This design comes from an exercise in tuning for small area on the open sky130 flow, not from production work.
Only simulation tests tie the RTL to the original design; equivalence was not proved.
Power is estimated from default activity; no workload was simulated.

--- design/flow/run.sh ---
#!/bin/bash
# synth_recipe.tcl (not shown) runs the flow's synth.tcl, then flattens the netlist and writes it again
# the make line also repeats each setting of config.mk as NAME=value (left out here)
make -C /OpenROAD-flow-scripts/flow DESIGN_CONFIG=/design/flow/config.mk WORK_HOME=/design/flow/orfs CLKGATE_MAP_FILE= SYNTH_SCRIPT=/design/flow/synth_recipe.tcl finish
--- design/flow/config.mk ---
export PLATFORM = sky130hd
export DESIGN_NAME = lfsr_datapath
export DESIGN_NICKNAME = lfsr_datapath
export VERILOG_FILES = /design/flow/design.v
export SDC_FILE = /design/flow/constraint.sdc
export NUM_CORES = 4
export LEC_CHECK = 0
export CAP_MARGIN = 20
export CORE_MARGIN = 2
export CORE_UTILIZATION = 35
export CTS_BUF_LIST = sky130_fd_sc_hd__clkbuf_8 sky130_fd_sc_hd__clkbuf_16
export CTS_CLUSTER_DIAMETER = 60
export CTS_CLUSTER_SIZE = 30
export SETUP_SLACK_MARGIN = 0.15
export SLEW_MARGIN = 20
export SYNTH_HIERARCHICAL = 1
export SYNTH_MINIMUM_KEEP_SIZE = 0
--- design/flow/constraint.sdc ---
create_clock -name core_clock -period 4.5 [get_ports {clk}]
set_input_delay 0.9000 -clock core_clock [delete_from_list [all_inputs] [get_ports {clk}]]
set_output_delay 0.9000 -clock core_clock [all_outputs]
set_load 0.01 [all_outputs]
--- design/flow/design.v ---
module ldp_aoi222 (
    input  logic a1, a2, b1, b2, c1, c2,
    output logic y
);
    assign y = ~(a1 & a2 | b1 & b2 | c1 & c2);
endmodule
module ldp_nand2 (
    input  logic a, b,
    output logic y
);
    assign y = ~(a & b);
endmodule
module ldp_and3 (
    input  logic a, b, c,
    output logic y
);
    assign y = a & b & c;
endmodule
module ldp_nand4 (
    input  logic a, b, c, d,
    output logic y
);
    assign y = ~(a & b & c & d);
endmodule
module ldp_rd16 (
    input  logic [15:0] s,
    input  logic [15:0] d,
    output logic        y
);
    logic [5:0] t;
    ldp_aoi222 u0 (.a1(s[0]),  .a2(d[0]),  .b1(s[1]),  .b2(d[1]),  .c1(s[2]),  .c2(d[2]),  .y(t[0]));
    ldp_aoi222 u1 (.a1(s[3]),  .a2(d[3]),  .b1(s[4]),  .b2(d[4]),  .c1(s[5]),  .c2(d[5]),  .y(t[1]));
    ldp_aoi222 u2 (.a1(s[6]),  .a2(d[6]),  .b1(s[7]),  .b2(d[7]),  .c1(s[8]),  .c2(d[8]),  .y(t[2]));
    ldp_aoi222 u3 (.a1(s[9]),  .a2(d[9]),  .b1(s[10]), .b2(d[10]), .c1(s[11]), .c2(d[11]), .y(t[3]));
    ldp_aoi222 u4 (.a1(s[12]), .a2(d[12]), .b1(s[13]), .b2(d[13]), .c1(s[14]), .c2(d[14]), .y(t[4]));
    ldp_nand2  u5 (.a(s[15]), .b(d[15]), .y(t[5]));
    logic       t012;
    ldp_and3   u6 (.a(t[0]), .b(t[1]), .c(t[2]), .y(t012));
    ldp_nand4  u7 (.a(t012), .b(t[3]), .c(t[4]), .d(t[5]), .y(y));
endmodule
module ldp_comb17 (
    input  logic [4:0] t,
    input  logic       a1, a2, b1, b2,
    output logic       y
);
    assign y = ~(&t) | a1 & a2 | b1 & b2;
endmodule
module ldp_rd17 (
    input  logic [15:0] s,
    input  logic [15:0] d,
    input  logic        sc,
    input  logic        dc,
    output logic        y
);
    logic [4:0] t;
    ldp_aoi222 u0 (.a1(s[0]),  .a2(d[0]),  .b1(s[1]),  .b2(d[1]),  .c1(s[2]),  .c2(d[2]),  .y(t[0]));
    ldp_aoi222 u1 (.a1(s[3]),  .a2(d[3]),  .b1(s[4]),  .b2(d[4]),  .c1(s[5]),  .c2(d[5]),  .y(t[1]));
    ldp_aoi222 u2 (.a1(s[6]),  .a2(d[6]),  .b1(s[7]),  .b2(d[7]),  .c1(s[8]),  .c2(d[8]),  .y(t[2]));
    ldp_aoi222 u3 (.a1(s[9]),  .a2(d[9]),  .b1(s[10]), .b2(d[10]), .c1(s[11]), .c2(d[11]), .y(t[3]));
    ldp_aoi222 u4 (.a1(s[12]), .a2(d[12]), .b1(s[13]), .b2(d[13]), .c1(s[14]), .c2(d[14]), .y(t[4]));
    ldp_comb17 u5 (.t(t[4:0]), .a1(s[15]), .a2(d[15]), .b1(sc), .b2(dc), .y(y));
endmodule
module ldp_dec16e (
    input  logic [3:0]  a,
    input  logic        en,
    output logic [15:0] y
);
    assign y = en ? 16'd1 << a : 16'd0;
endmodule
module ldp_rdopb #(
    parameter int WIDTH = 32,
    parameter int NREGS = 16
) (
    input  logic [3:0]             addr,
    input  logic                   wdsrc,
    input  logic [WIDTH*NREGS-1:0] regs,
    input  logic [WIDTH-1:0]       k,
    output logic [WIDTH-1:0]       y
);
    logic [15:0] sel;
    logic        selk;
    ldp_dec16e u_dec (.a(addr), .en(wdsrc), .y(sel));
    ldp_inv    u_inv (.a(wdsrc), .y(selk));
    for (genvar i = 0; i < WIDTH; i++) begin : g_bit
        logic [15:0] col;
        for (genvar j = 0; j < NREGS; j++) begin : g_reg
            assign col[j] = regs[j*WIDTH+i];
        end
        ldp_rd17 u_rd (.s(sel), .d(col), .sc(selk), .dc(k[i]), .y(y[i]));
    end
endmodule
module ldp_dec16 (
    input  logic [3:0]  a,
    output logic [15:0] y
);
    assign y = 16'd1 << a;
endmodule
module ldp_rdsel #(
    parameter int WIDTH = 32,
    parameter int NREGS = 16
) (
    input  logic [NREGS-1:0]       sel,
    input  logic [WIDTH*NREGS-1:0] regs,
    output logic [WIDTH-1:0]       y
);
    for (genvar i = 0; i < WIDTH; i++) begin : g_bit
        logic [15:0] col;
        for (genvar j = 0; j < NREGS; j++) begin : g_reg
            assign col[j] = regs[j*WIDTH+i];
        end
        ldp_rd16 u_rd (.s(sel), .d(col), .y(y[i]));
    end
endmodule
module ldp_rdport #(
    parameter int WIDTH = 32,
    parameter int NREGS = 16
) (
    input  logic [3:0]             addr,
    input  logic [WIDTH*NREGS-1:0] regs,
    output logic [WIDTH-1:0]       y
);
    logic [15:0] sel;
    ldp_dec16 u_dec (.a(addr), .y(sel));
    for (genvar i = 0; i < WIDTH; i++) begin : g_bit
        logic [15:0] col;
        for (genvar j = 0; j < NREGS; j++) begin : g_reg
            assign col[j] = regs[j*WIDTH+i];
        end
        ldp_rd16 u_rd (.s(sel), .d(col), .y(y[i]));
    end
endmodule
module ldp_inv (
    input  logic a,
    output logic y
);
    assign y = ~a;
endmodule
module ldp_and2 (
    input  logic a, b,
    output logic y
);
    assign y = a & b;
endmodule
module ldp_nor2 (
    input  logic a, b,
    output logic y
);
    assign y = ~(a | b);
endmodule
module ldp_xor2 (
    input  logic a, b,
    output logic y
);
    assign y = a ^ b;
endmodule
module ldp_xnor2 (
    input  logic a, b,
    output logic y
);
    assign y = ~(a ^ b);
endmodule
module ldp_aoi21 (
    input  logic a1, a2, b1,
    output logic y
);
    assign y = ~(a1 & a2 | b1);
endmodule
module ldp_oai21 (
    input  logic a1, a2, b1,
    output logic y
);
    assign y = ~((a1 | a2) & b1);
endmodule
module ldp_mux2i (
    input  logic s, a, b,
    output logic y
);
    assign y = ~(s ? b : a);
endmodule
module ldp_add32 (
    input  logic [31:0] a,
    input  logic [31:0] b,
    input  logic        cin,
    output logic [31:0] s,
    output logic        cout,
    output logic [31:0] pn,
    output logic [31:0] gn
);
    logic p_1;
    logic g_2;
    logic gc_3;
    logic G_68;
    logic G_69;
    logic P_70;
    logic G_71;
    logic P_72;
    logic G_73;
    logic P_74;
    logic G_75;
    logic P_76;
    logic G_77;
    logic P_78;
    logic G_79;
    logic P_80;
    logic G_81;
    logic P_82;
    logic G_83;
    logic P_84;
    logic G_85;
    logic P_86;
    logic G_87;
    logic P_88;
    logic G_89;
    logic P_90;
    logic G_91;
    logic P_92;
    logic G_93;
    logic P_94;
    logic G_95;
    logic P_96;
    logic G_97;
    logic P_98;
    logic G_99;
    logic G_100;
    logic P_101;
    logic G_102;
    logic P_103;
    logic G_104;
    logic P_105;
    logic G_106;
    logic P_107;
    logic G_108;
    logic P_109;
    logic G_110;
    logic P_111;
    logic G_112;
    logic P_113;
    logic G_114;
    logic G_115;
    logic P_116;
    logic G_117;
    logic P_118;
    logic G_119;
    logic P_120;
    logic G_121;
    logic G_122;
    logic P_123;
    logic iv_125;
    logic G_126;
    logic iv_127;
    logic G_128;
    logic G_129;
    logic G_130;
    logic iv_131;
    logic G_132;
    logic G_133;
    logic G_134;
    logic G_135;
    logic G_136;
    logic iv_137;
    logic G_138;
    logic G_139;
    logic iv_140;
    logic G_141;
    logic G_142;
    logic G_143;
    logic G_144;
    logic G_145;
    logic iv_146;
    logic G_147;
    logic G_148;
    logic G_149;
    logic G_150;
    logic iv_151;
    logic G_152;
    logic G_153;
    logic G_154;
    logic G_155;
    logic iv_156;
    logic G_157;
    logic G_158;
    ldp_xor2 u1 (.a(a[0]), .b(b[0]), .y(p_1));
    ldp_and2 u2 (.a(a[0]), .b(b[0]), .y(g_2));
    ldp_aoi21 u3 (.a1(p_1), .a2(cin), .b1(g_2), .y(gc_3));
    ldp_inv u4 (.a(p_1), .y(pn[0]));
    ldp_inv u5 (.a(g_2), .y(gn[0]));
    ldp_nand2 u6 (.a(a[1]), .b(b[1]), .y(gn[1]));
    ldp_xnor2 u7 (.a(a[1]), .b(b[1]), .y(pn[1]));
    ldp_nand2 u8 (.a(a[2]), .b(b[2]), .y(gn[2]));
    ldp_xnor2 u9 (.a(a[2]), .b(b[2]), .y(pn[2]));
    ldp_nand2 u10 (.a(a[3]), .b(b[3]), .y(gn[3]));
    ldp_xnor2 u11 (.a(a[3]), .b(b[3]), .y(pn[3]));
    ldp_nand2 u12 (.a(a[4]), .b(b[4]), .y(gn[4]));
    ldp_xnor2 u13 (.a(a[4]), .b(b[4]), .y(pn[4]));
    ldp_nand2 u14 (.a(a[5]), .b(b[5]), .y(gn[5]));
    ldp_xnor2 u15 (.a(a[5]), .b(b[5]), .y(pn[5]));
    ldp_nand2 u16 (.a(a[6]), .b(b[6]), .y(gn[6]));
    ldp_xnor2 u17 (.a(a[6]), .b(b[6]), .y(pn[6]));
    ldp_nand2 u18 (.a(a[7]), .b(b[7]), .y(gn[7]));
    ldp_xnor2 u19 (.a(a[7]), .b(b[7]), .y(pn[7]));
    ldp_nand2 u20 (.a(a[8]), .b(b[8]), .y(gn[8]));
    ldp_xnor2 u21 (.a(a[8]), .b(b[8]), .y(pn[8]));
    ldp_nand2 u22 (.a(a[9]), .b(b[9]), .y(gn[9]));
    ldp_xnor2 u23 (.a(a[9]), .b(b[9]), .y(pn[9]));
    ldp_nand2 u24 (.a(a[10]), .b(b[10]), .y(gn[10]));
    ldp_xnor2 u25 (.a(a[10]), .b(b[10]), .y(pn[10]));
    ldp_nand2 u26 (.a(a[11]), .b(b[11]), .y(gn[11]));
    ldp_xnor2 u27 (.a(a[11]), .b(b[11]), .y(pn[11]));
    ldp_nand2 u28 (.a(a[12]), .b(b[12]), .y(gn[12]));
    ldp_xnor2 u29 (.a(a[12]), .b(b[12]), .y(pn[12]));
    ldp_nand2 u30 (.a(a[13]), .b(b[13]), .y(gn[13]));
    ldp_xnor2 u31 (.a(a[13]), .b(b[13]), .y(pn[13]));
    ldp_nand2 u32 (.a(a[14]), .b(b[14]), .y(gn[14]));
    ldp_xnor2 u33 (.a(a[14]), .b(b[14]), .y(pn[14]));
    ldp_nand2 u34 (.a(a[15]), .b(b[15]), .y(gn[15]));
    ldp_xnor2 u35 (.a(a[15]), .b(b[15]), .y(pn[15]));
    ldp_nand2 u36 (.a(a[16]), .b(b[16]), .y(gn[16]));
    ldp_xnor2 u37 (.a(a[16]), .b(b[16]), .y(pn[16]));
    ldp_nand2 u38 (.a(a[17]), .b(b[17]), .y(gn[17]));
    ldp_xnor2 u39 (.a(a[17]), .b(b[17]), .y(pn[17]));
    ldp_nand2 u40 (.a(a[18]), .b(b[18]), .y(gn[18]));
    ldp_xnor2 u41 (.a(a[18]), .b(b[18]), .y(pn[18]));
    ldp_nand2 u42 (.a(a[19]), .b(b[19]), .y(gn[19]));
    ldp_xnor2 u43 (.a(a[19]), .b(b[19]), .y(pn[19]));
    ldp_nand2 u44 (.a(a[20]), .b(b[20]), .y(gn[20]));
    ldp_xnor2 u45 (.a(a[20]), .b(b[20]), .y(pn[20]));
    ldp_nand2 u46 (.a(a[21]), .b(b[21]), .y(gn[21]));
    ldp_xnor2 u47 (.a(a[21]), .b(b[21]), .y(pn[21]));
    ldp_nand2 u48 (.a(a[22]), .b(b[22]), .y(gn[22]));
    ldp_xnor2 u49 (.a(a[22]), .b(b[22]), .y(pn[22]));
    ldp_nand2 u50 (.a(a[23]), .b(b[23]), .y(gn[23]));
    ldp_xnor2 u51 (.a(a[23]), .b(b[23]), .y(pn[23]));
    ldp_nand2 u52 (.a(a[24]), .b(b[24]), .y(gn[24]));
    ldp_xnor2 u53 (.a(a[24]), .b(b[24]), .y(pn[24]));
    ldp_nand2 u54 (.a(a[25]), .b(b[25]), .y(gn[25]));
    ldp_xnor2 u55 (.a(a[25]), .b(b[25]), .y(pn[25]));
    ldp_nand2 u56 (.a(a[26]), .b(b[26]), .y(gn[26]));
    ldp_xnor2 u57 (.a(a[26]), .b(b[26]), .y(pn[26]));
    ldp_nand2 u58 (.a(a[27]), .b(b[27]), .y(gn[27]));
    ldp_xnor2 u59 (.a(a[27]), .b(b[27]), .y(pn[27]));
    ldp_nand2 u60 (.a(a[28]), .b(b[28]), .y(gn[28]));
    ldp_xnor2 u61 (.a(a[28]), .b(b[28]), .y(pn[28]));
    ldp_nand2 u62 (.a(a[29]), .b(b[29]), .y(gn[29]));
    ldp_xnor2 u63 (.a(a[29]), .b(b[29]), .y(pn[29]));
    ldp_nand2 u64 (.a(a[30]), .b(b[30]), .y(gn[30]));
    ldp_xnor2 u65 (.a(a[30]), .b(b[30]), .y(pn[30]));
    ldp_nand2 u66 (.a(a[31]), .b(b[31]), .y(gn[31]));
    ldp_xnor2 u67 (.a(a[31]), .b(b[31]), .y(pn[31]));
    ldp_oai21 u68 (.a1(pn[1]), .a2(gc_3), .b1(gn[1]), .y(G_68));
    ldp_oai21 u69 (.a1(pn[3]), .a2(gn[2]), .b1(gn[3]), .y(G_69));
    ldp_nor2 u70 (.a(pn[3]), .b(pn[2]), .y(P_70));
    ldp_oai21 u71 (.a1(pn[5]), .a2(gn[4]), .b1(gn[5]), .y(G_71));
    ldp_nor2 u72 (.a(pn[5]), .b(pn[4]), .y(P_72));
    ldp_oai21 u73 (.a1(pn[7]), .a2(gn[6]), .b1(gn[7]), .y(G_73));
    ldp_nor2 u74 (.a(pn[7]), .b(pn[6]), .y(P_74));
    ldp_oai21 u75 (.a1(pn[9]), .a2(gn[8]), .b1(gn[9]), .y(G_75));
    ldp_nor2 u76 (.a(pn[9]), .b(pn[8]), .y(P_76));
    ldp_oai21 u77 (.a1(pn[11]), .a2(gn[10]), .b1(gn[11]), .y(G_77));
    ldp_nor2 u78 (.a(pn[11]), .b(pn[10]), .y(P_78));
    ldp_oai21 u79 (.a1(pn[13]), .a2(gn[12]), .b1(gn[13]), .y(G_79));
    ldp_nor2 u80 (.a(pn[13]), .b(pn[12]), .y(P_80));
    ldp_oai21 u81 (.a1(pn[15]), .a2(gn[14]), .b1(gn[15]), .y(G_81));
    ldp_nor2 u82 (.a(pn[15]), .b(pn[14]), .y(P_82));
    ldp_oai21 u83 (.a1(pn[17]), .a2(gn[16]), .b1(gn[17]), .y(G_83));
    ldp_nor2 u84 (.a(pn[17]), .b(pn[16]), .y(P_84));
    ldp_oai21 u85 (.a1(pn[19]), .a2(gn[18]), .b1(gn[19]), .y(G_85));
    ldp_nor2 u86 (.a(pn[19]), .b(pn[18]), .y(P_86));
    ldp_oai21 u87 (.a1(pn[21]), .a2(gn[20]), .b1(gn[21]), .y(G_87));
    ldp_nor2 u88 (.a(pn[21]), .b(pn[20]), .y(P_88));
    ldp_oai21 u89 (.a1(pn[23]), .a2(gn[22]), .b1(gn[23]), .y(G_89));
    ldp_nor2 u90 (.a(pn[23]), .b(pn[22]), .y(P_90));
    ldp_oai21 u91 (.a1(pn[25]), .a2(gn[24]), .b1(gn[25]), .y(G_91));
    ldp_nor2 u92 (.a(pn[25]), .b(pn[24]), .y(P_92));
    ldp_oai21 u93 (.a1(pn[27]), .a2(gn[26]), .b1(gn[27]), .y(G_93));
    ldp_nor2 u94 (.a(pn[27]), .b(pn[26]), .y(P_94));
    ldp_oai21 u95 (.a1(pn[29]), .a2(gn[28]), .b1(gn[29]), .y(G_95));
    ldp_nor2 u96 (.a(pn[29]), .b(pn[28]), .y(P_96));
    ldp_oai21 u97 (.a1(pn[31]), .a2(gn[30]), .b1(gn[31]), .y(G_97));
    ldp_nor2 u98 (.a(pn[31]), .b(pn[30]), .y(P_98));
    ldp_aoi21 u99 (.a1(P_70), .a2(G_68), .b1(G_69), .y(G_99));
    ldp_aoi21 u100 (.a1(P_74), .a2(G_71), .b1(G_73), .y(G_100));
    ldp_nand2 u101 (.a(P_74), .b(P_72), .y(P_101));
    ldp_aoi21 u102 (.a1(P_78), .a2(G_75), .b1(G_77), .y(G_102));
    ldp_nand2 u103 (.a(P_78), .b(P_76), .y(P_103));
    ldp_aoi21 u104 (.a1(P_82), .a2(G_79), .b1(G_81), .y(G_104));
    ldp_nand2 u105 (.a(P_82), .b(P_80), .y(P_105));
    ldp_aoi21 u106 (.a1(P_86), .a2(G_83), .b1(G_85), .y(G_106));
    ldp_nand2 u107 (.a(P_86), .b(P_84), .y(P_107));
    ldp_aoi21 u108 (.a1(P_90), .a2(G_87), .b1(G_89), .y(G_108));
    ldp_nand2 u109 (.a(P_90), .b(P_88), .y(P_109));
    ldp_aoi21 u110 (.a1(P_94), .a2(G_91), .b1(G_93), .y(G_110));
    ldp_nand2 u111 (.a(P_94), .b(P_92), .y(P_111));
    ldp_aoi21 u112 (.a1(P_98), .a2(G_95), .b1(G_97), .y(G_112));
    ldp_nand2 u113 (.a(P_98), .b(P_96), .y(P_113));
    ldp_oai21 u114 (.a1(P_101), .a2(G_99), .b1(G_100), .y(G_114));
    ldp_oai21 u115 (.a1(P_105), .a2(G_102), .b1(G_104), .y(G_115));
    ldp_nor2 u116 (.a(P_105), .b(P_103), .y(P_116));
    ldp_oai21 u117 (.a1(P_109), .a2(G_106), .b1(G_108), .y(G_117));
    ldp_nor2 u118 (.a(P_109), .b(P_107), .y(P_118));
    ldp_oai21 u119 (.a1(P_113), .a2(G_110), .b1(G_112), .y(G_119));
    ldp_nor2 u120 (.a(P_113), .b(P_111), .y(P_120));
    ldp_aoi21 u121 (.a1(P_116), .a2(G_114), .b1(G_115), .y(G_121));
    ldp_aoi21 u122 (.a1(P_120), .a2(G_117), .b1(G_119), .y(G_122));
    ldp_nand2 u123 (.a(P_120), .b(P_118), .y(P_123));
    ldp_oai21 u124 (.a1(P_123), .a2(G_121), .b1(G_122), .y(cout));
    ldp_inv u125 (.a(G_121), .y(iv_125));
    ldp_aoi21 u126 (.a1(P_118), .a2(iv_125), .b1(G_117), .y(G_126));
    ldp_inv u127 (.a(G_114), .y(iv_127));
    ldp_oai21 u128 (.a1(P_103), .a2(iv_127), .b1(G_102), .y(G_128));
    ldp_oai21 u129 (.a1(P_107), .a2(G_121), .b1(G_106), .y(G_129));
    ldp_oai21 u130 (.a1(P_111), .a2(G_126), .b1(G_110), .y(G_130));
    ldp_inv u131 (.a(G_99), .y(iv_131));
    ldp_aoi21 u132 (.a1(P_72), .a2(iv_131), .b1(G_71), .y(G_132));
    ldp_aoi21 u133 (.a1(P_76), .a2(G_114), .b1(G_75), .y(G_133));
    ldp_aoi21 u134 (.a1(P_80), .a2(G_128), .b1(G_79), .y(G_134));
    ldp_aoi21 u135 (.a1(P_84), .a2(iv_125), .b1(G_83), .y(G_135));
    ldp_aoi21 u136 (.a1(P_88), .a2(G_129), .b1(G_87), .y(G_136));
    ldp_inv u137 (.a(G_126), .y(iv_137));
    ldp_aoi21 u138 (.a1(P_92), .a2(iv_137), .b1(G_91), .y(G_138));
    ldp_aoi21 u139 (.a1(P_96), .a2(G_130), .b1(G_95), .y(G_139));
    ldp_inv u140 (.a(G_68), .y(iv_140));
    ldp_oai21 u141 (.a1(pn[2]), .a2(iv_140), .b1(gn[2]), .y(G_141));
    ldp_oai21 u142 (.a1(pn[4]), .a2(G_99), .b1(gn[4]), .y(G_142));
    ldp_oai21 u143 (.a1(pn[6]), .a2(G_132), .b1(gn[6]), .y(G_143));
    ldp_oai21 u144 (.a1(pn[8]), .a2(iv_127), .b1(gn[8]), .y(G_144));
    ldp_oai21 u145 (.a1(pn[10]), .a2(G_133), .b1(gn[10]), .y(G_145));
    ldp_inv u146 (.a(G_128), .y(iv_146));
    ldp_oai21 u147 (.a1(pn[12]), .a2(iv_146), .b1(gn[12]), .y(G_147));
    ldp_oai21 u148 (.a1(pn[14]), .a2(G_134), .b1(gn[14]), .y(G_148));
    ldp_oai21 u149 (.a1(pn[16]), .a2(G_121), .b1(gn[16]), .y(G_149));
    ldp_oai21 u150 (.a1(pn[18]), .a2(G_135), .b1(gn[18]), .y(G_150));
    ldp_inv u151 (.a(G_129), .y(iv_151));
    ldp_oai21 u152 (.a1(pn[20]), .a2(iv_151), .b1(gn[20]), .y(G_152));
    ldp_oai21 u153 (.a1(pn[22]), .a2(G_136), .b1(gn[22]), .y(G_153));
    ldp_oai21 u154 (.a1(pn[24]), .a2(G_126), .b1(gn[24]), .y(G_154));
    ldp_oai21 u155 (.a1(pn[26]), .a2(G_138), .b1(gn[26]), .y(G_155));
    ldp_inv u156 (.a(G_130), .y(iv_156));
    ldp_oai21 u157 (.a1(pn[28]), .a2(iv_156), .b1(gn[28]), .y(G_157));
    ldp_oai21 u158 (.a1(pn[30]), .a2(G_139), .b1(gn[30]), .y(G_158));
    ldp_xor2 u159 (.a(p_1), .b(cin), .y(s[0]));
    ldp_xor2 u160 (.a(pn[1]), .b(gc_3), .y(s[1]));
    ldp_xnor2 u161 (.a(pn[2]), .b(G_68), .y(s[2]));
    ldp_xnor2 u162 (.a(pn[3]), .b(G_141), .y(s[3]));
    ldp_xor2 u163 (.a(pn[4]), .b(G_99), .y(s[4]));
    ldp_xnor2 u164 (.a(pn[5]), .b(G_142), .y(s[5]));
    ldp_xor2 u165 (.a(pn[6]), .b(G_132), .y(s[6]));
    ldp_xnor2 u166 (.a(pn[7]), .b(G_143), .y(s[7]));
    ldp_xnor2 u167 (.a(pn[8]), .b(G_114), .y(s[8]));
    ldp_xnor2 u168 (.a(pn[9]), .b(G_144), .y(s[9]));
    ldp_xor2 u169 (.a(pn[10]), .b(G_133), .y(s[10]));
    ldp_xnor2 u170 (.a(pn[11]), .b(G_145), .y(s[11]));
    ldp_xnor2 u171 (.a(pn[12]), .b(G_128), .y(s[12]));
    ldp_xnor2 u172 (.a(pn[13]), .b(G_147), .y(s[13]));
    ldp_xor2 u173 (.a(pn[14]), .b(G_134), .y(s[14]));
    ldp_xnor2 u174 (.a(pn[15]), .b(G_148), .y(s[15]));
    ldp_xor2 u175 (.a(pn[16]), .b(G_121), .y(s[16]));
    ldp_xnor2 u176 (.a(pn[17]), .b(G_149), .y(s[17]));
    ldp_xor2 u177 (.a(pn[18]), .b(G_135), .y(s[18]));
    ldp_xnor2 u178 (.a(pn[19]), .b(G_150), .y(s[19]));
    ldp_xnor2 u179 (.a(pn[20]), .b(G_129), .y(s[20]));
    ldp_xnor2 u180 (.a(pn[21]), .b(G_152), .y(s[21]));
    ldp_xor2 u181 (.a(pn[22]), .b(G_136), .y(s[22]));
    ldp_xnor2 u182 (.a(pn[23]), .b(G_153), .y(s[23]));
    ldp_xor2 u183 (.a(pn[24]), .b(G_126), .y(s[24]));
    ldp_xnor2 u184 (.a(pn[25]), .b(G_154), .y(s[25]));
    ldp_xor2 u185 (.a(pn[26]), .b(G_138), .y(s[26]));
    ldp_xnor2 u186 (.a(pn[27]), .b(G_155), .y(s[27]));
    ldp_xnor2 u187 (.a(pn[28]), .b(G_130), .y(s[28]));
    ldp_xnor2 u188 (.a(pn[29]), .b(G_157), .y(s[29]));
    ldp_xor2 u189 (.a(pn[30]), .b(G_139), .y(s[30]));
    ldp_xnor2 u190 (.a(pn[31]), .b(G_158), .y(s[31]));
endmodule
module ldp_shl32 (
    input  logic [31:0] x,
    input  logic        shr,
    input  logic [4:0]  n,
    input  logic [4:0]  nn,
    output logic [31:0] y
);
    logic r_1;
    logic r_2;
    logic r_3;
    logic r_4;
    logic r_5;
    logic r_6;
    logic r_7;
    logic r_8;
    logic r_9;
    logic r_10;
    logic r_11;
    logic r_12;
    logic r_13;
    logic r_14;
    logic r_15;
    logic r_16;
    logic r_17;
    logic r_18;
    logic r_19;
    logic r_20;
    logic r_21;
    logic r_22;
    logic r_23;
    logic r_24;
    logic r_25;
    logic r_26;
    logic r_27;
    logic r_28;
    logic r_29;
    logic r_30;
    logic r_31;
    logic r_32;
    logic z_33;
    logic m_34;
    logic m_35;
    logic m_36;
    logic m_37;
    logic m_38;
    logic m_39;
    logic m_40;
    logic m_41;
    logic m_42;
    logic m_43;
    logic m_44;
    logic m_45;
    logic m_46;
    logic m_47;
    logic m_48;
    logic m_49;
    logic m_50;
    logic m_51;
    logic m_52;
    logic m_53;
    logic m_54;
    logic m_55;
    logic m_56;
    logic m_57;
    logic m_58;
    logic m_59;
    logic m_60;
    logic m_61;
    logic m_62;
    logic m_63;
    logic m_64;
    logic z_65;
    logic z_66;
    logic m_67;
    logic m_68;
    logic m_69;
    logic m_70;
    logic m_71;
    logic m_72;
    logic m_73;
    logic m_74;
    logic m_75;
    logic m_76;
    logic m_77;
    logic m_78;
    logic m_79;
    logic m_80;
    logic m_81;
    logic m_82;
    logic m_83;
    logic m_84;
    logic m_85;
    logic m_86;
    logic m_87;
    logic m_88;
    logic m_89;
    logic m_90;
    logic m_91;
    logic m_92;
    logic m_93;
    logic m_94;
    logic m_95;
    logic m_96;
    logic z_97;
    logic z_98;
    logic z_99;
    logic z_100;
    logic m_101;
    logic m_102;
    logic m_103;
    logic m_104;
    logic m_105;
    logic m_106;
    logic m_107;
    logic m_108;
    logic m_109;
    logic m_110;
    logic m_111;
    logic m_112;
    logic m_113;
    logic m_114;
    logic m_115;
    logic m_116;
    logic m_117;
    logic m_118;
    logic m_119;
    logic m_120;
    logic m_121;
    logic m_122;
    logic m_123;
    logic m_124;
    logic m_125;
    logic m_126;
    logic m_127;
    logic m_128;
    logic z_129;
    logic z_130;
    logic z_131;
    logic z_132;
    logic z_133;
    logic z_134;
    logic z_135;
    logic z_136;
    logic m_137;
    logic m_138;
    logic m_139;
    logic m_140;
    logic m_141;
    logic m_142;
    logic m_143;
    logic m_144;
    logic m_145;
    logic m_146;
    logic m_147;
    logic m_148;
    logic m_149;
    logic m_150;
    logic m_151;
    logic m_152;
    logic m_153;
    logic m_154;
    logic m_155;
    logic m_156;
    logic m_157;
    logic m_158;
    logic m_159;
    logic m_160;
    ldp_mux2i u1 (.s(shr), .a(x[0]), .b(x[31]), .y(r_1));
    ldp_mux2i u2 (.s(shr), .a(x[1]), .b(x[30]), .y(r_2));
    ldp_mux2i u3 (.s(shr), .a(x[2]), .b(x[29]), .y(r_3));
    ldp_mux2i u4 (.s(shr), .a(x[3]), .b(x[28]), .y(r_4));
    ldp_mux2i u5 (.s(shr), .a(x[4]), .b(x[27]), .y(r_5));
    ldp_mux2i u6 (.s(shr), .a(x[5]), .b(x[26]), .y(r_6));
    ldp_mux2i u7 (.s(shr), .a(x[6]), .b(x[25]), .y(r_7));
    ldp_mux2i u8 (.s(shr), .a(x[7]), .b(x[24]), .y(r_8));
    ldp_mux2i u9 (.s(shr), .a(x[8]), .b(x[23]), .y(r_9));
    ldp_mux2i u10 (.s(shr), .a(x[9]), .b(x[22]), .y(r_10));
    ldp_mux2i u11 (.s(shr), .a(x[10]), .b(x[21]), .y(r_11));
    ldp_mux2i u12 (.s(shr), .a(x[11]), .b(x[20]), .y(r_12));
    ldp_mux2i u13 (.s(shr), .a(x[12]), .b(x[19]), .y(r_13));
    ldp_mux2i u14 (.s(shr), .a(x[13]), .b(x[18]), .y(r_14));
    ldp_mux2i u15 (.s(shr), .a(x[14]), .b(x[17]), .y(r_15));
    ldp_mux2i u16 (.s(shr), .a(x[15]), .b(x[16]), .y(r_16));
    ldp_mux2i u17 (.s(shr), .a(x[16]), .b(x[15]), .y(r_17));
    ldp_mux2i u18 (.s(shr), .a(x[17]), .b(x[14]), .y(r_18));
    ldp_mux2i u19 (.s(shr), .a(x[18]), .b(x[13]), .y(r_19));
    ldp_mux2i u20 (.s(shr), .a(x[19]), .b(x[12]), .y(r_20));
    ldp_mux2i u21 (.s(shr), .a(x[20]), .b(x[11]), .y(r_21));
    ldp_mux2i u22 (.s(shr), .a(x[21]), .b(x[10]), .y(r_22));
    ldp_mux2i u23 (.s(shr), .a(x[22]), .b(x[9]), .y(r_23));
    ldp_mux2i u24 (.s(shr), .a(x[23]), .b(x[8]), .y(r_24));
    ldp_mux2i u25 (.s(shr), .a(x[24]), .b(x[7]), .y(r_25));
    ldp_mux2i u26 (.s(shr), .a(x[25]), .b(x[6]), .y(r_26));
    ldp_mux2i u27 (.s(shr), .a(x[26]), .b(x[5]), .y(r_27));
    ldp_mux2i u28 (.s(shr), .a(x[27]), .b(x[4]), .y(r_28));
    ldp_mux2i u29 (.s(shr), .a(x[28]), .b(x[3]), .y(r_29));
    ldp_mux2i u30 (.s(shr), .a(x[29]), .b(x[2]), .y(r_30));
    ldp_mux2i u31 (.s(shr), .a(x[30]), .b(x[1]), .y(r_31));
    ldp_mux2i u32 (.s(shr), .a(x[31]), .b(x[0]), .y(r_32));
    ldp_nor2 u33 (.a(n[0]), .b(r_1), .y(z_33));
    ldp_mux2i u34 (.s(n[0]), .a(r_2), .b(r_1), .y(m_34));
    ldp_mux2i u35 (.s(n[0]), .a(r_3), .b(r_2), .y(m_35));
    ldp_mux2i u36 (.s(n[0]), .a(r_4), .b(r_3), .y(m_36));
    ldp_mux2i u37 (.s(n[0]), .a(r_5), .b(r_4), .y(m_37));
    ldp_mux2i u38 (.s(n[0]), .a(r_6), .b(r_5), .y(m_38));
    ldp_mux2i u39 (.s(n[0]), .a(r_7), .b(r_6), .y(m_39));
    ldp_mux2i u40 (.s(n[0]), .a(r_8), .b(r_7), .y(m_40));
    ldp_mux2i u41 (.s(n[0]), .a(r_9), .b(r_8), .y(m_41));
    ldp_mux2i u42 (.s(n[0]), .a(r_10), .b(r_9), .y(m_42));
    ldp_mux2i u43 (.s(n[0]), .a(r_11), .b(r_10), .y(m_43));
    ldp_mux2i u44 (.s(n[0]), .a(r_12), .b(r_11), .y(m_44));
    ldp_mux2i u45 (.s(n[0]), .a(r_13), .b(r_12), .y(m_45));
    ldp_mux2i u46 (.s(n[0]), .a(r_14), .b(r_13), .y(m_46));
    ldp_mux2i u47 (.s(n[0]), .a(r_15), .b(r_14), .y(m_47));
    ldp_mux2i u48 (.s(n[0]), .a(r_16), .b(r_15), .y(m_48));
    ldp_mux2i u49 (.s(n[0]), .a(r_17), .b(r_16), .y(m_49));
    ldp_mux2i u50 (.s(n[0]), .a(r_18), .b(r_17), .y(m_50));
    ldp_mux2i u51 (.s(n[0]), .a(r_19), .b(r_18), .y(m_51));
    ldp_mux2i u52 (.s(n[0]), .a(r_20), .b(r_19), .y(m_52));
    ldp_mux2i u53 (.s(n[0]), .a(r_21), .b(r_20), .y(m_53));
    ldp_mux2i u54 (.s(n[0]), .a(r_22), .b(r_21), .y(m_54));
    ldp_mux2i u55 (.s(n[0]), .a(r_23), .b(r_22), .y(m_55));
    ldp_mux2i u56 (.s(n[0]), .a(r_24), .b(r_23), .y(m_56));
    ldp_mux2i u57 (.s(n[0]), .a(r_25), .b(r_24), .y(m_57));
    ldp_mux2i u58 (.s(n[0]), .a(r_26), .b(r_25), .y(m_58));
    ldp_mux2i u59 (.s(n[0]), .a(r_27), .b(r_26), .y(m_59));
    ldp_mux2i u60 (.s(n[0]), .a(r_28), .b(r_27), .y(m_60));
    ldp_mux2i u61 (.s(n[0]), .a(r_29), .b(r_28), .y(m_61));
    ldp_mux2i u62 (.s(n[0]), .a(r_30), .b(r_29), .y(m_62));
    ldp_mux2i u63 (.s(n[0]), .a(r_31), .b(r_30), .y(m_63));
    ldp_mux2i u64 (.s(n[0]), .a(r_32), .b(r_31), .y(m_64));
    ldp_nand2 u65 (.a(nn[1]), .b(z_33), .y(z_65));
    ldp_nand2 u66 (.a(nn[1]), .b(m_34), .y(z_66));
    ldp_mux2i u67 (.s(n[1]), .a(m_35), .b(z_33), .y(m_67));
    ldp_mux2i u68 (.s(n[1]), .a(m_36), .b(m_34), .y(m_68));
    ldp_mux2i u69 (.s(n[1]), .a(m_37), .b(m_35), .y(m_69));
    ldp_mux2i u70 (.s(n[1]), .a(m_38), .b(m_36), .y(m_70));
    ldp_mux2i u71 (.s(n[1]), .a(m_39), .b(m_37), .y(m_71));
    ldp_mux2i u72 (.s(n[1]), .a(m_40), .b(m_38), .y(m_72));
    ldp_mux2i u73 (.s(n[1]), .a(m_41), .b(m_39), .y(m_73));
    ldp_mux2i u74 (.s(n[1]), .a(m_42), .b(m_40), .y(m_74));
    ldp_mux2i u75 (.s(n[1]), .a(m_43), .b(m_41), .y(m_75));
    ldp_mux2i u76 (.s(n[1]), .a(m_44), .b(m_42), .y(m_76));
    ldp_mux2i u77 (.s(n[1]), .a(m_45), .b(m_43), .y(m_77));
    ldp_mux2i u78 (.s(n[1]), .a(m_46), .b(m_44), .y(m_78));
    ldp_mux2i u79 (.s(n[1]), .a(m_47), .b(m_45), .y(m_79));
    ldp_mux2i u80 (.s(n[1]), .a(m_48), .b(m_46), .y(m_80));
    ldp_mux2i u81 (.s(n[1]), .a(m_49), .b(m_47), .y(m_81));
    ldp_mux2i u82 (.s(n[1]), .a(m_50), .b(m_48), .y(m_82));
    ldp_mux2i u83 (.s(n[1]), .a(m_51), .b(m_49), .y(m_83));
    ldp_mux2i u84 (.s(n[1]), .a(m_52), .b(m_50), .y(m_84));
    ldp_mux2i u85 (.s(n[1]), .a(m_53), .b(m_51), .y(m_85));
    ldp_mux2i u86 (.s(n[1]), .a(m_54), .b(m_52), .y(m_86));
    ldp_mux2i u87 (.s(n[1]), .a(m_55), .b(m_53), .y(m_87));
    ldp_mux2i u88 (.s(n[1]), .a(m_56), .b(m_54), .y(m_88));
    ldp_mux2i u89 (.s(n[1]), .a(m_57), .b(m_55), .y(m_89));
    ldp_mux2i u90 (.s(n[1]), .a(m_58), .b(m_56), .y(m_90));
    ldp_mux2i u91 (.s(n[1]), .a(m_59), .b(m_57), .y(m_91));
    ldp_mux2i u92 (.s(n[1]), .a(m_60), .b(m_58), .y(m_92));
    ldp_mux2i u93 (.s(n[1]), .a(m_61), .b(m_59), .y(m_93));
    ldp_mux2i u94 (.s(n[1]), .a(m_62), .b(m_60), .y(m_94));
    ldp_mux2i u95 (.s(n[1]), .a(m_63), .b(m_61), .y(m_95));
    ldp_mux2i u96 (.s(n[1]), .a(m_64), .b(m_62), .y(m_96));
    ldp_nor2 u97 (.a(n[2]), .b(z_65), .y(z_97));
    ldp_nor2 u98 (.a(n[2]), .b(z_66), .y(z_98));
    ldp_nor2 u99 (.a(n[2]), .b(m_67), .y(z_99));
    ldp_nor2 u100 (.a(n[2]), .b(m_68), .y(z_100));
    ldp_mux2i u101 (.s(n[2]), .a(m_69), .b(z_65), .y(m_101));
    ldp_mux2i u102 (.s(n[2]), .a(m_70), .b(z_66), .y(m_102));
    ldp_mux2i u103 (.s(n[2]), .a(m_71), .b(m_67), .y(m_103));
    ldp_mux2i u104 (.s(n[2]), .a(m_72), .b(m_68), .y(m_104));
    ldp_mux2i u105 (.s(n[2]), .a(m_73), .b(m_69), .y(m_105));
    ldp_mux2i u106 (.s(n[2]), .a(m_74), .b(m_70), .y(m_106));
    ldp_mux2i u107 (.s(n[2]), .a(m_75), .b(m_71), .y(m_107));
    ldp_mux2i u108 (.s(n[2]), .a(m_76), .b(m_72), .y(m_108));
    ldp_mux2i u109 (.s(n[2]), .a(m_77), .b(m_73), .y(m_109));
    ldp_mux2i u110 (.s(n[2]), .a(m_78), .b(m_74), .y(m_110));
    ldp_mux2i u111 (.s(n[2]), .a(m_79), .b(m_75), .y(m_111));
    ldp_mux2i u112 (.s(n[2]), .a(m_80), .b(m_76), .y(m_112));
    ldp_mux2i u113 (.s(n[2]), .a(m_81), .b(m_77), .y(m_113));
    ldp_mux2i u114 (.s(n[2]), .a(m_82), .b(m_78), .y(m_114));
    ldp_mux2i u115 (.s(n[2]), .a(m_83), .b(m_79), .y(m_115));
    ldp_mux2i u116 (.s(n[2]), .a(m_84), .b(m_80), .y(m_116));
    ldp_mux2i u117 (.s(n[2]), .a(m_85), .b(m_81), .y(m_117));
    ldp_mux2i u118 (.s(n[2]), .a(m_86), .b(m_82), .y(m_118));
    ldp_mux2i u119 (.s(n[2]), .a(m_87), .b(m_83), .y(m_119));
    ldp_mux2i u120 (.s(n[2]), .a(m_88), .b(m_84), .y(m_120));
    ldp_mux2i u121 (.s(n[2]), .a(m_89), .b(m_85), .y(m_121));
    ldp_mux2i u122 (.s(n[2]), .a(m_90), .b(m_86), .y(m_122));
    ldp_mux2i u123 (.s(n[2]), .a(m_91), .b(m_87), .y(m_123));
    ldp_mux2i u124 (.s(n[2]), .a(m_92), .b(m_88), .y(m_124));
    ldp_mux2i u125 (.s(n[2]), .a(m_93), .b(m_89), .y(m_125));
    ldp_mux2i u126 (.s(n[2]), .a(m_94), .b(m_90), .y(m_126));
    ldp_mux2i u127 (.s(n[2]), .a(m_95), .b(m_91), .y(m_127));
    ldp_mux2i u128 (.s(n[2]), .a(m_96), .b(m_92), .y(m_128));
    ldp_nand2 u129 (.a(nn[3]), .b(z_97), .y(z_129));
    ldp_nand2 u130 (.a(nn[3]), .b(z_98), .y(z_130));
    ldp_nand2 u131 (.a(nn[3]), .b(z_99), .y(z_131));
    ldp_nand2 u132 (.a(nn[3]), .b(z_100), .y(z_132));
    ldp_nand2 u133 (.a(nn[3]), .b(m_101), .y(z_133));
    ldp_nand2 u134 (.a(nn[3]), .b(m_102), .y(z_134));
    ldp_nand2 u135 (.a(nn[3]), .b(m_103), .y(z_135));
    ldp_nand2 u136 (.a(nn[3]), .b(m_104), .y(z_136));
    ldp_mux2i u137 (.s(n[3]), .a(m_105), .b(z_97), .y(m_137));
    ldp_mux2i u138 (.s(n[3]), .a(m_106), .b(z_98), .y(m_138));
    ldp_mux2i u139 (.s(n[3]), .a(m_107), .b(z_99), .y(m_139));
    ldp_mux2i u140 (.s(n[3]), .a(m_108), .b(z_100), .y(m_140));
    ldp_mux2i u141 (.s(n[3]), .a(m_109), .b(m_101), .y(m_141));
    ldp_mux2i u142 (.s(n[3]), .a(m_110), .b(m_102), .y(m_142));
    ldp_mux2i u143 (.s(n[3]), .a(m_111), .b(m_103), .y(m_143));
    ldp_mux2i u144 (.s(n[3]), .a(m_112), .b(m_104), .y(m_144));
    ldp_mux2i u145 (.s(n[3]), .a(m_113), .b(m_105), .y(m_145));
    ldp_mux2i u146 (.s(n[3]), .a(m_114), .b(m_106), .y(m_146));
    ldp_mux2i u147 (.s(n[3]), .a(m_115), .b(m_107), .y(m_147));
    ldp_mux2i u148 (.s(n[3]), .a(m_116), .b(m_108), .y(m_148));
    ldp_mux2i u149 (.s(n[3]), .a(m_117), .b(m_109), .y(m_149));
    ldp_mux2i u150 (.s(n[3]), .a(m_118), .b(m_110), .y(m_150));
    ldp_mux2i u151 (.s(n[3]), .a(m_119), .b(m_111), .y(m_151));
    ldp_mux2i u152 (.s(n[3]), .a(m_120), .b(m_112), .y(m_152));
    ldp_mux2i u153 (.s(n[3]), .a(m_121), .b(m_113), .y(m_153));
    ldp_mux2i u154 (.s(n[3]), .a(m_122), .b(m_114), .y(m_154));
    ldp_mux2i u155 (.s(n[3]), .a(m_123), .b(m_115), .y(m_155));
    ldp_mux2i u156 (.s(n[3]), .a(m_124), .b(m_116), .y(m_156));
    ldp_mux2i u157 (.s(n[3]), .a(m_125), .b(m_117), .y(m_157));
    ldp_mux2i u158 (.s(n[3]), .a(m_126), .b(m_118), .y(m_158));
    ldp_mux2i u159 (.s(n[3]), .a(m_127), .b(m_119), .y(m_159));
    ldp_mux2i u160 (.s(n[3]), .a(m_128), .b(m_120), .y(m_160));
    ldp_nor2 u161 (.a(n[4]), .b(z_129), .y(y[0]));
    ldp_nor2 u162 (.a(n[4]), .b(z_130), .y(y[1]));
    ldp_nor2 u163 (.a(n[4]), .b(z_131), .y(y[2]));
    ldp_nor2 u164 (.a(n[4]), .b(z_132), .y(y[3]));
    ldp_nor2 u165 (.a(n[4]), .b(z_133), .y(y[4]));
    ldp_nor2 u166 (.a(n[4]), .b(z_134), .y(y[5]));
    ldp_nor2 u167 (.a(n[4]), .b(z_135), .y(y[6]));
    ldp_nor2 u168 (.a(n[4]), .b(z_136), .y(y[7]));
    ldp_nor2 u169 (.a(n[4]), .b(m_137), .y(y[8]));
    ldp_nor2 u170 (.a(n[4]), .b(m_138), .y(y[9]));
    ldp_nor2 u171 (.a(n[4]), .b(m_139), .y(y[10]));
    ldp_nor2 u172 (.a(n[4]), .b(m_140), .y(y[11]));
    ldp_nor2 u173 (.a(n[4]), .b(m_141), .y(y[12]));
    ldp_nor2 u174 (.a(n[4]), .b(m_142), .y(y[13]));
    ldp_nor2 u175 (.a(n[4]), .b(m_143), .y(y[14]));
    ldp_nor2 u176 (.a(n[4]), .b(m_144), .y(y[15]));
    ldp_mux2i u177 (.s(n[4]), .a(m_145), .b(z_129), .y(y[16]));
    ldp_mux2i u178 (.s(n[4]), .a(m_146), .b(z_130), .y(y[17]));
    ldp_mux2i u179 (.s(n[4]), .a(m_147), .b(z_131), .y(y[18]));
    ldp_mux2i u180 (.s(n[4]), .a(m_148), .b(z_132), .y(y[19]));
    ldp_mux2i u181 (.s(n[4]), .a(m_149), .b(z_133), .y(y[20]));
    ldp_mux2i u182 (.s(n[4]), .a(m_150), .b(z_134), .y(y[21]));
    ldp_mux2i u183 (.s(n[4]), .a(m_151), .b(z_135), .y(y[22]));
    ldp_mux2i u184 (.s(n[4]), .a(m_152), .b(z_136), .y(y[23]));
    ldp_mux2i u185 (.s(n[4]), .a(m_153), .b(m_137), .y(y[24]));
    ldp_mux2i u186 (.s(n[4]), .a(m_154), .b(m_138), .y(y[25]));
    ldp_mux2i u187 (.s(n[4]), .a(m_155), .b(m_139), .y(y[26]));
    ldp_mux2i u188 (.s(n[4]), .a(m_156), .b(m_140), .y(y[27]));
    ldp_mux2i u189 (.s(n[4]), .a(m_157), .b(m_141), .y(y[28]));
    ldp_mux2i u190 (.s(n[4]), .a(m_158), .b(m_142), .y(y[29]));
    ldp_mux2i u191 (.s(n[4]), .a(m_159), .b(m_143), .y(y[30]));
    ldp_mux2i u192 (.s(n[4]), .a(m_160), .b(m_144), .y(y[31]));
endmodule
module lfsr_datapath #(
    parameter int WIDTH = 32,
    parameter int NREGS = 16,
    parameter int CNTW  = 16,
    parameter int AW    = $clog2(NREGS)
) (
    input  logic             clk,
    input  logic             rst,
    input  logic [AW-1:0]    raddr1,
    input  logic [AW-1:0]    raddr2,
    input  logic             wen,
    input  logic [AW-1:0]    waddr,
    input  logic             wdsrc,
    input  logic [3:0]       func,
    input  logic [WIDTH-1:0] constant,
    output logic             isZero,
    output logic [WIDTH-1:0] result,
    output logic             result_valid,
    output logic [CNTW-1:0]  op_count,
    input  logic [AW-1:0]    dbg_addr,
    output logic [WIDTH-1:0] dbg_data
);
    logic [WIDTH-1:0] rf [NREGS];
    logic [WIDTH*NREGS-1:0] rf_flat;
    logic             s1_wen;
    logic [AW-1:0]    s1_waddr;
    logic [NREGS-1:0] s1_sel1;
    logic             s1_arith, s1_kg, s1_kp, s1_shl, s1_shr, s1_slt, s1_passb, s1_sub;
    logic [WIDTH-1:0] s1_opb;
    logic             s1_fwdb;
    logic             written;
    logic [WIDTH-1:0] opa, opb_next, opb, bx;
    logic             commit;
    logic [WIDTH-1:0] alu_z;
    always_comb begin
        for (int i = 0; i < NREGS; i++) rf_flat[i*WIDTH +: WIDTH] = rf[i];
    end
    ldp_rdsel  u_rda (.sel(s1_sel1),   .regs(rf_flat), .y(opa));
    ldp_rdopb  u_rdb (.addr(raddr2), .wdsrc(wdsrc), .regs(rf_flat), .k(constant), .y(opb_next));
    ldp_rdport u_rdd (.addr(dbg_addr), .regs(rf_flat), .y(dbg_data));
    assign opb = s1_fwdb ? result : s1_opb;
    logic f_arith, f_kg, f_kp, f_shl, f_shr, f_slt, f_passb, do_sub;
    assign f_arith = !rst && s1_arith;
    assign f_kg    = !rst && s1_kg;
    assign f_kp    = !rst && s1_kp;
    assign f_shl   = !rst && s1_shl;
    assign f_shr   = !rst && s1_shr;
    assign f_slt   = !rst && s1_slt;
    assign f_passb = !rst && s1_passb;
    assign do_sub  = s1_sub;
    logic [WIDTH-1:0] sum, prop_n, gen_n;
    logic             cout;
    assign bx = opb ^ {WIDTH{do_sub}};
    ldp_add32 u_add (.a(opa), .b(bx), .cin(do_sub), .s(sum), .cout(cout), .pn(prop_n), .gn(gen_n));
    logic [WIDTH-1:0] sh_out;
    ldp_shl32 u_shl (.x(opa), .shr(s1_shr), .n(opb[4:0]), .nn(~opb[4:0]), .y(sh_out));
    always_comb begin
        for (int i = 0; i < WIDTH; i++) begin
            alu_z[i] = f_arith & sum[i]
                     | f_kg & !gen_n[i]
                     | f_kp & !prop_n[i]
                     | f_shl & sh_out[i]
                     | f_shr & sh_out[WIDTH-1-i]
                     | f_passb & opb[i];
        end
        alu_z[0] = alu_z[0] | f_slt & !cout;
    end
    assign commit = s1_wen && !rst;
    always_ff @(posedge clk) begin
        s1_wen   <= wen && !rst;
        s1_waddr <= waddr;
        s1_sel1  <= NREGS'(1) << raddr1;
        s1_arith <= func == 4'd0 || func == 4'd1;
        s1_kg    <= func == 4'd2 || func == 4'd3;
        s1_kp    <= func == 4'd3 || func == 4'd4;
        s1_shl   <= func == 4'd5;
        s1_shr   <= func == 4'd6;
        s1_slt   <= func == 4'd7;
        s1_passb <= func == 4'd8;
        s1_sub   <= func == 4'd1 || func == 4'd7;
        s1_opb   <= opb_next;
        s1_fwdb  <= wdsrc && commit && s1_waddr == raddr2;
        for (int i = 0; i < NREGS; i++) begin
            if (rst || (commit && s1_waddr == AW'(i))) rf[i] <= alu_z;
        end
        if (rst || commit) result <= alu_z;
        result_valid <= commit;
        written      <= !rst && (written || commit);
        if (rst)         op_count <= '0;
        else if (commit) op_count <= op_count + CNTW'(1);
    end
    assign isZero = written && (result == '0);
endmodule
==> results by group, run 1 <==
Yosys
  – Synth Area in XOR/XNOR: under 10%
  – Post-Syn Area per Cell: 13.4 sq um
  – Sequential area share after synthesis: about three fifths
  – Synth warn: 8
  – Largest family of logic cells by synthesized area: compound AO/OA/AOI/OAI gates
  – Area share of fa/ha/maj cells after synthesis: less than 1%
  – Syn_nets: roughly 2,300
  – Number of synthesized flops with an enable pin: between 500 and 600
  – Synth area leader: edfxtp_1
  – Simple-gate share of the synthesized area: 9.89%
  – Synth Area in Compound Gates: roughly 21%
  – Post-synthesis cell area: 30,500 sq um
  – Unique masters post-synth: 58
  – Number of synthesized register bits: between 600 and 700
  – Post-Synthesis Cells: approximately 2,300
  – Post-synth top flop: edfxtp_1
  – Top post-synthesis cells by area: edfxtp_1, a222oi_1, mux2i_1
  – Synth async-reset ratio: 0%
  – Mux contribution to synthesized area: about 6.4%
  – Top-area cell type share of the netlist area: between 50% and 60%

Floorplanning
  – Die Area: roughly 90,000 sq um
  – CORE AREA: about 87,000 sq um
  – # rows: 108
  – Initial core utilization: 35.2%
  – Ports: 138
  – Die Y: roughly 300 um
  – Die Wd: between 200 and 300 um

Cells and area
  – Commonest non-fill, non-tap cell in the layout: edfxtp_1
  – Area growth syn-to-layout: 24.9%
  – Fillers: about 7,700
  – Share of cells above drive strength 1: ~18%
  – # nets final: ~2,800
  – Seq. cell area: roughly 18,000 sq um
  – Non-Filler Instances: about 3,900
  – Most frequent cells in the layout: edfxtp_1, a222oi_1, buf_4
  – Fin area: about 38,000 sq um
  – Multi-input gate area: roughly 13,000 sq um

GRT
  – GR Layer Usage met2: between 40 and 50%
  – Vias in the first global route: about 27,000
  – GRT met3 Usage: just over 8%
  – Pin count of the biggest net entering global routing: 48
  – GR peak layer: met2
  – Met1 Usage GRT: between 30% and 40%
  – Gr usage total: about 30%
  – Total grt overflow: 0
  – Initial antenna violation count: 3
  – First-pass GRT wire length: 194,000 um

STA
  – F_max: about 230 MHz
  – Post-layout min period: roughly 4.4 ns
  – Setup total negative slack: 0 ns
  – Worst Skew: between 0.05 and 0.06 ns
  – Setup WS post-layout: between 0.1 and 0.15 ns
  – Final Setup Violations: 0
  – Worst-Margin Slew: between 1 and 1.5 ns
  – Rel. slew slack: 20.4%
  – Final Hold Vio Count: 0
  – Fin. max-slew vios: 0
  – Final period utilization: 96.9%
  – Unrepaired setup endpoints after global routing: no

Place
  – Port Buffers: 137
  – Final HPWL DP: 93,100 um
  – Place WS: -0.0269 ns
  – Post-DP Area: around 36,000 sq um
  – Gp weighted congestion: 0.977
  – DP Cell Count: between 3,000 and 4,000

Worst setup path
  – CP Launch Type: primary input
  – Slowest-stage cell, CP: clkdlybuf4s50_1
  – Crit-path max cell delay: between 0.5 and 0.6 ns
  – Data required, critical path: between 3 and 4 ns
  – Crit. End Element: output port
  – Critical path class: primary input to output port
  – Crit path DAT: between 3 and 4 ns
  – Most frequent CP cell: buf_12
  – Cell chain of the critical path: clkdlybuf4s50_1, buf_12, buf_4, and4bb_4, buf_12, a222oi_1, and3_1, nand4_1, dlygate4sd2_1
  – Crit-path max FO: 16

Route
  – First DRT Iteration DRCs: a little over 8,000
  – Routed length per instance: around 36 um
  – DR pass1 iterations: 15
  – Total wire length: ~140,000 um
  – Vias: 28,300
  – DRC violations left: 0
  – DR vias/cell: 7.25
  – Remaining antenna violation count after routing: 0

Clock tree
  – CTS tree: yes
  – Longest Clk Path Bufs: 3
  – Sink Count: between 600 and 700
  – CTS H-Tree Depth: 2
  – Root Driver: clkbuf_16
  – Clk slew on worst S/H paths: approximately 0.070 ns
  – CTS Buf Count: 50
  – Worst-skew pair later-pin latency: 0.64 ns
  – Hold_buf cts: 0

Worst hold path
  – Hold Path Class: flip-flop to flip-flop

Job
  – MaxCap Viol Count: 0

Power
  – LEAKAGE: 13.2 nW
  – Maximum VDD drop: between 0.2 and 0.3 mV
  – Pwr dens: between 400 and 500 nW/um^2

Status
  – Status: finished clean
cell type report:
type | count | share of cell area, %
flip-flops and latches | 624 | 47.1
clock buffers | 51 | 3.35
diodes | 1 | 0.00657
inverters | 22 | 0.217
clock inverters | 42 | 1.52
multi-input cells | 1585 | 33.2
well taps | 1155 | 3.79
repair buffers | 429 | 10.7
cells by family after synthesis:
logic type	Yosys count
buffers and inverters	65
xor gates and xnor gates	110
adders and majority gates	1
and+or+nand+nor	586
muxes	196
AOI/OAI and AO/OA	692
DFF	624
per-stage QoR:
step	utilization (%)	hold WS (ns)	total power (W)
after floorplan	-	0.427	0.00924
after global placement	41.5	0.462	0.0110
after detailed placement	41.5	0.491	0.0111
after CTS	43.7	0.502	0.0159
after global routing	44.0	0.513	0.0165
final	44.0	0.499	0.0161
modules after synthesis (local to each module, per instance), excerpt:
module,area (sq um),copies in the design
ldp_nor2,3.75,39
ldp_aoi21,8.76,19
ldp_oai21,5.00,39
ldp_dec16,226,1
ldp_nand2,3.75,113
ldp_and2,6.26,1
ldp_inv,3.75,11
ldp_dec16e,120,1
ldp_aoi222,10.0,480
ldp_nand4,6.26,64
ldp_xnor2,8.76,51
ldp_and3,6.26,64
ldp_mux2i,10.0,161
lfsr_datapath,20600,1
layer usage:
| layer | vias up | share of wire [%] |
|---|---|---|
| li1 | 11200 | - |
| met1 | 13800 | 35 |
| met2 | 2809 | 44 |
| met3 | 547 | 15 |
| met4 | 6 | 5.7 |
| met5 | - | 0.040 |
cell usage after synthesis (13+ instances only):
cell type	instances
a22o_1	32
o21ai_0	17
o211ai_1	17
edfxtp_1	544
xnor2_1	89
a221oi_1	14
dfxtp_1	80
mux2i_1	194
inv_1	22
nor2_1	110
a21oi_2	19
o221ai_1	14
nand4_1	70
clkbuf_1	27
o21ai_1	39
a211o_1	14
and3_1	64
xor2_1	21
or3_1	33
nand3_1	39
a21oi_1	22
nor3_1	13
nand2_1	186
a222oi_1	484
flip-flops by register name, summed over array words and instances, names as in the netlist:
name	count
s1_sel1	16
s1_sub	1
s1_fwdb	1
result_valid	1
s1_waddr	4
written	1
s1_shr	1
s1_wen	1
s1_shl	1
s1_passb	1
rf	512
s1_arith	1
s1_opb	32
op_count	16
result	32
s1_kp	1
s1_kg	1
s1_slt	1
report_power, final:
| group | switching (W) | internal (W) | leakage, nW |
|---|---|---|---|
| combinational | 0.00218 | 0.00140 | 6.06 |
| sequential | 0.000499 | 0.00705 | 6.28 |
| clock | 0.00252 | 0.00243 | 0.898 |
worst paths after layout:
| kind | endpoint | slack [ns] | startpoint | cells after the start |
|---|---|---|---|---|
| worst min-delay path | op_count[15] | 0.50 | op_count[15] | 2 |
| worst min register to register | op_count[15] | 0.50 | op_count[15] | 2 |
| worst max-delay path | dbg_data[20] | 0.14 | dbg_addr[3] | 9 |
| worst max register to register | rf[6][31] | 0.25 | s1_sel1[9] | 20 |
critical path, delay by kind of cell:
kind	cells	cell delay [ns]
buffers and inverters	5	1.40
and+or+nand+nor	3	0.74
AOI/OAI and AO/OA	1	0.41
repair_timing:
item                                    4_1_cts  5_1_grt
resized for setup                            36       46
pin swaps                                     9       39
endpoints found under the setup margin      112      473
gates cloned                                  1        2
setup buffers                                 0       14
==> run 2, diff against run 1 <==
==> design/flow/flow/run.sh (new file) <==
#!/bin/bash
# The standard layout (standard.sh, with the standard synthesis unchanged),
# with two changes to how the layout is made:
#  - each port's buffer is the smallest buffer cell (buf_1) rather than
#    clkdlybuf4s50_1; every input and output port still gets its own buffer;
#  - clock tree synthesis inserts no dummy loads (same clustering and buffer
#    list as config.mk's CTS settings).
# Everything standard.sh runs logs to standard.log here, and ORFS keeps each
# step's full log under orfs/logs/.
set -euo pipefail
export BUFFER_PORTS_ARGS="-buffer_cell sky130_fd_sc_hd__buf_1"
export CTS_ARGS="-sink_clustering_enable -repair_clock_nets -sink_clustering_size 30 -sink_clustering_max_diameter 60 -buf_list {sky130_fd_sc_hd__clkbuf_8 sky130_fd_sc_hd__clkbuf_16} -dont_use_dummy_load"
bash standard.sh > standard.log 2>&1
==> design/flow/standard.sh (new file) <==
#!/bin/bash
# synth_recipe.tcl (not shown) runs the flow's synth.tcl, then flattens the netlist and writes it again
# the make line also repeats each setting of config.mk as NAME=value (left out here)
make -C /OpenROAD-flow-scripts/flow DESIGN_CONFIG=/design/flow/config.mk WORK_HOME=/design/flow/orfs CLKGATE_MAP_FILE= SYNTH_SCRIPT=/design/flow/synth_recipe.tcl "${@:-finish}"
removed: design/flow/run.sh
==> results by group, run 2 <==
Yosys
  – Top-area cell type share of the netlist area: approximately 54%
  – Syn_nets: between 2,000 and 2,500
  – Post-Syn Area per Cell: between 10 and 15 sq um
  – Sequential area share after synthesis: about three fifths
  – Top post-synthesis cells by area: edfxtp_1, a222oi_1, mux2i_1
  – Synth warn: 8
  – Number of synthesized register bits: around 620
  – Post-synth top cells: edfxtp_1, a222oi_1, mux2i_1
  – Most frequent cell after synthesis: edfxtp_1
  – Number of synthesized flops with an enable pin: roughly 540
  – Post-synthesis cell area: approximately 31,000 sq um
  – Synth async-reset ratio: 0%
  – Post-synth top flop: edfxtp_1
  – Post-Synthesis Cells: about 2,300
  – Unique masters post-synth: 58
  – Synth area leader: edfxtp_1

GRT
  – Gr usage total: approximately 31%
  – Initial antenna violation count: 8
  – Total grt overflow: 0
  – Vias in the first global route: roughly 27,000
  – Pin count of the biggest net entering global routing: 35
  – First-pass GRT wire length: 196,000 um

Worst setup path
  – Cell chain of the critical path: buf_4, buf_4, a222oi_1, and3_1, nand4_1, buf_4, mux2i_1, buf_4, mux2i_1, mux2i_1, mux2i_1, buf_4, mux2i_1, mux2i_1, a221oi_1, o211ai_1, buf_4
  – Critical Path Sink: rf[15][9]
  – Worst reg2reg path depth: 17
  – Crit path DAT: 4.65 ns
  – Crit-path max FO: 17
  – Data required, critical path: between 4 and 5 ns
  – Top delay family on crit path: buffers and inverters
  – Levels on crit path: 17
  – R2r startpoint: s1_sel1[7]
  – Crit. End Element: flip-flop
  – Slowest-stage cell, CP: a222oi_1
  – R2R Setup Slk: approximately 0.17 ns
  – Bufs and invs on worst path: 6
  – Worst Setup SP: s1_sel1[7]
  – Critical path class: flip-flop to flip-flop
  – Crit-path max cell delay: 0.40 ns
  – CP Launch Type: flip-flop
  – R2r endpoint: rf[15][9]

Clock tree
  – Sink Count: between 600 and 700
  – Worst-skew pair later-pin latency: approximately 0.66 ns
  – Longest Clk Path Bufs: 3
  – CTS H-Tree Depth: 2
  – Root Driver: clkbuf_16
  – CTS Buf Count: 51
  – Clk slew on worst S/H paths: roughly 0.080 ns
  – CTS tree: yes

Floorplanning
  – CORE AREA: 86,600 sq um
  – Die Y: roughly 300 um
  – Die Area: between 80,000 and 90,000 sq um
  – # rows: between 100 and 150
  – Initial core utilization: 35.2%
  – Ports: about 140
  – Die Wd: approximately 300 um

STA
  – Rel. slew slack: between 20% and 30%
  – Final period utilization: between 90% and 100%
  – Fin. max-slew vios: 0
  – Unrepaired setup endpoints after global routing: yes
  – Post-layout min period: between 4 and 5 ns
  – Setup total negative slack: 0 ns
  – Final Hold Vio Count: 0
  – F_max: 231 MHz
  – Final Setup Violations: 0
  – Worst-Margin Slew: 1.12 ns
  – Worst Skew: 0.117 ns

Power
  – Maximum VDD drop: between 0.3 and 0.4 mV
  – LEAKAGE: 12.4 nW
  – Pwr dens: about 400 nW/um^2

Cells and area
  – Largest register FFs: 512
  – Biggest register: rf
  – Area growth syn-to-layout: 20.1%
  – # nets final: between 2,000 and 3,000
  – Fillers: 7,859
  – Utilization after layout: roughly 42%
  – Share of cells above drive strength 1: approximately 16%
  – Commonest non-fill, non-tap cell in the layout: edfxtp_1
  – Largest registers: rf (512), result (32), s1_opb (32)
  – Most frequent cells in the layout: edfxtp_1, a222oi_1, buf_4

Route
  – First DRT Iteration DRCs: about 8,000
  – Total wire length: 146,000 um
  – DR pass1 iterations: 15
  – Vias: 28,500
  – Remaining antenna violation count after routing: 0
  – DR vias/cell: 7.41
  – Routed length per instance: about 38 um
  – DRC violations left: 0

Place
  – Gp weighted congestion: between 0.9 and 1
  – Final HPWL DP: about 90,000 um
  – Port Buffers: ~140

Worst hold path
  – Hold Path Class: primary input to flip-flop

Status
  – Status: finished clean

Job
  – MaxCap Viol Count: 0
run 2: Yosys stat by module, one instance, submodules excluded, excerpt:
module,flip-flops and latches,cells inside
ldp_inv,0,1
ldp_mux2i,0,1
lfsr_datapath,624,1048
ldp_and2,0,1
ldp_xnor2,0,1
ldp_nor2,0,1
ldp_dec16e,0,23
ldp_dec16,0,20
ldp_aoi222,0,1
ldp_and3,0,1
ldp_comb17,0,4
ldp_nand2,0,1
run 2: kinds of logic after synthesis:
logic type / count (synthesis) / share of synthesized area [%]
simple gates: 586 / 9.89
fa+ha+maj: 1 / 0.0410
xor+xnor: 110 / 3.16
flops: 624 / 58.8
compound gates: 692 / 20.8
buf+inv: 65 / 0.878
mux: 196 / 6.44
run 2: stage by stage:
step | power, W | std cells | worst slack (ns) | instance area, sq um | hold slack (ns)
after global placement | 0.0108 | 3758 | 0.0839 | 34800 | 0.462
after floorplan | 0.00924 | 2274 | 0.429 | 30500 | 0.427
after CTS | 0.0147 | 3813 | 0.173 | 36100 | 0.402
after global routing | 0.0154 | 3842 | 0.0539 | 36600 | 0.422
after detailed placement | 0.0108 | 3758 | 0.0367 | 34800 | 0.490
final | 0.0151 | 3845 | 0.168 | 36600 | 0.420
run 2: cell type report:
| class | count | area (sq um) | area share (%) |
|---|---|---|---|
| tap | 1155 | 1450 | 3.94 |
| sequential | 624 | 17900 | 49.0 |
| inverter | 22 | 82.6 | 0.225 |
| multi-input combinational | 1585 | 12800 | 35.0 |
| timing repair buffer | 404 | 3070 | 8.37 |
| clock buffer | 51 | 1280 | 3.48 |
| antenna | 4 | 10.0 | 0.0273 |
run 2: how the worst min path moves through the flow:
stage	depth (start not counted)	slack [ns]	endpoint	startpoint
detailed placement	2	0.49	op_count[15]	op_count[15]
CTS	1	0.40	s1_waddr[0]	waddr[0]
finish	1	0.42	s1_waddr[1]	waddr[1]
floorplan	2	0.43	written	written
global route	1	0.42	s1_waddr[1]	waddr[1]
global placement	2	0.46	op_count[15]	op_count[15]
run 2: timing repair:
| action | 4_1_cts | 5_1_grt |
|---|---|---|
| gates resized for setup | 3 | 60 |
| endpoints found under the setup margin | 156 | 458 |
| endpoints found under the hold margin | 0 | 0 |
| pin swaps | 3 | 30 |
| buffers inserted | 4 | 21 |
| hold buffers | 0 | 0 |
| cloned | 0 | 6 |
run 2: power breakdown:
part / internal [W] / switching (W) / total [W]
clock: 0.00198 / 0.00201 / 0.00399
sequential: 0.00706 / 0.000508 / 0.00757
combinational: 0.00131 / 0.00222 / 0.00353
total: 0.0104 / 0.00474 / 0.0151
run 2: per-layer routing:
layer,up-vias,routed length (um),track usage [%]
met1,13700,50400,38.4
li1,11000,-,-
met5,-,80,0
met4,8,11600,18.9
met3,742,22500,9.55
met2,2974,61200,45.7

what the ideal ports hide:
How much do the figures lean on ideal ports? The routed layouts below were timed once more, with nothing changed but the port constraints. Step 1, drivers: a clkbuf_16 drives clk and a buf_2 each remaining input, both assumed. Step 2 adds t to the input delays and takes it off the output delays; t is the mean of the earliest and latest rising clock arrival at the registers after step 1. Input paths then give back, and output paths get back, about the clock's delay inside the block. Three values: ideal, step 1, step 2; two values: the first two.
run	shift t [ns]	slack for setup (ns)	hold slack, ns	slew at the worst register clock pin (ns)	cell pins on the clock port's net
run 1	0.685	0.138 / 0.112 / 0.112	0.499 / 0.499 / 0.499	0.10 / 0.10	1
run 2	0.675	0.168 / 0.154 / 0.154	0.420 / 0.376 / 0.493	0.10 / 0.10	1
After both steps every run listed still meets setup and hold. The setup slack of run 1, which loses most, moves by -0.026 ns with the drivers and by -0.026 ns with both steps.
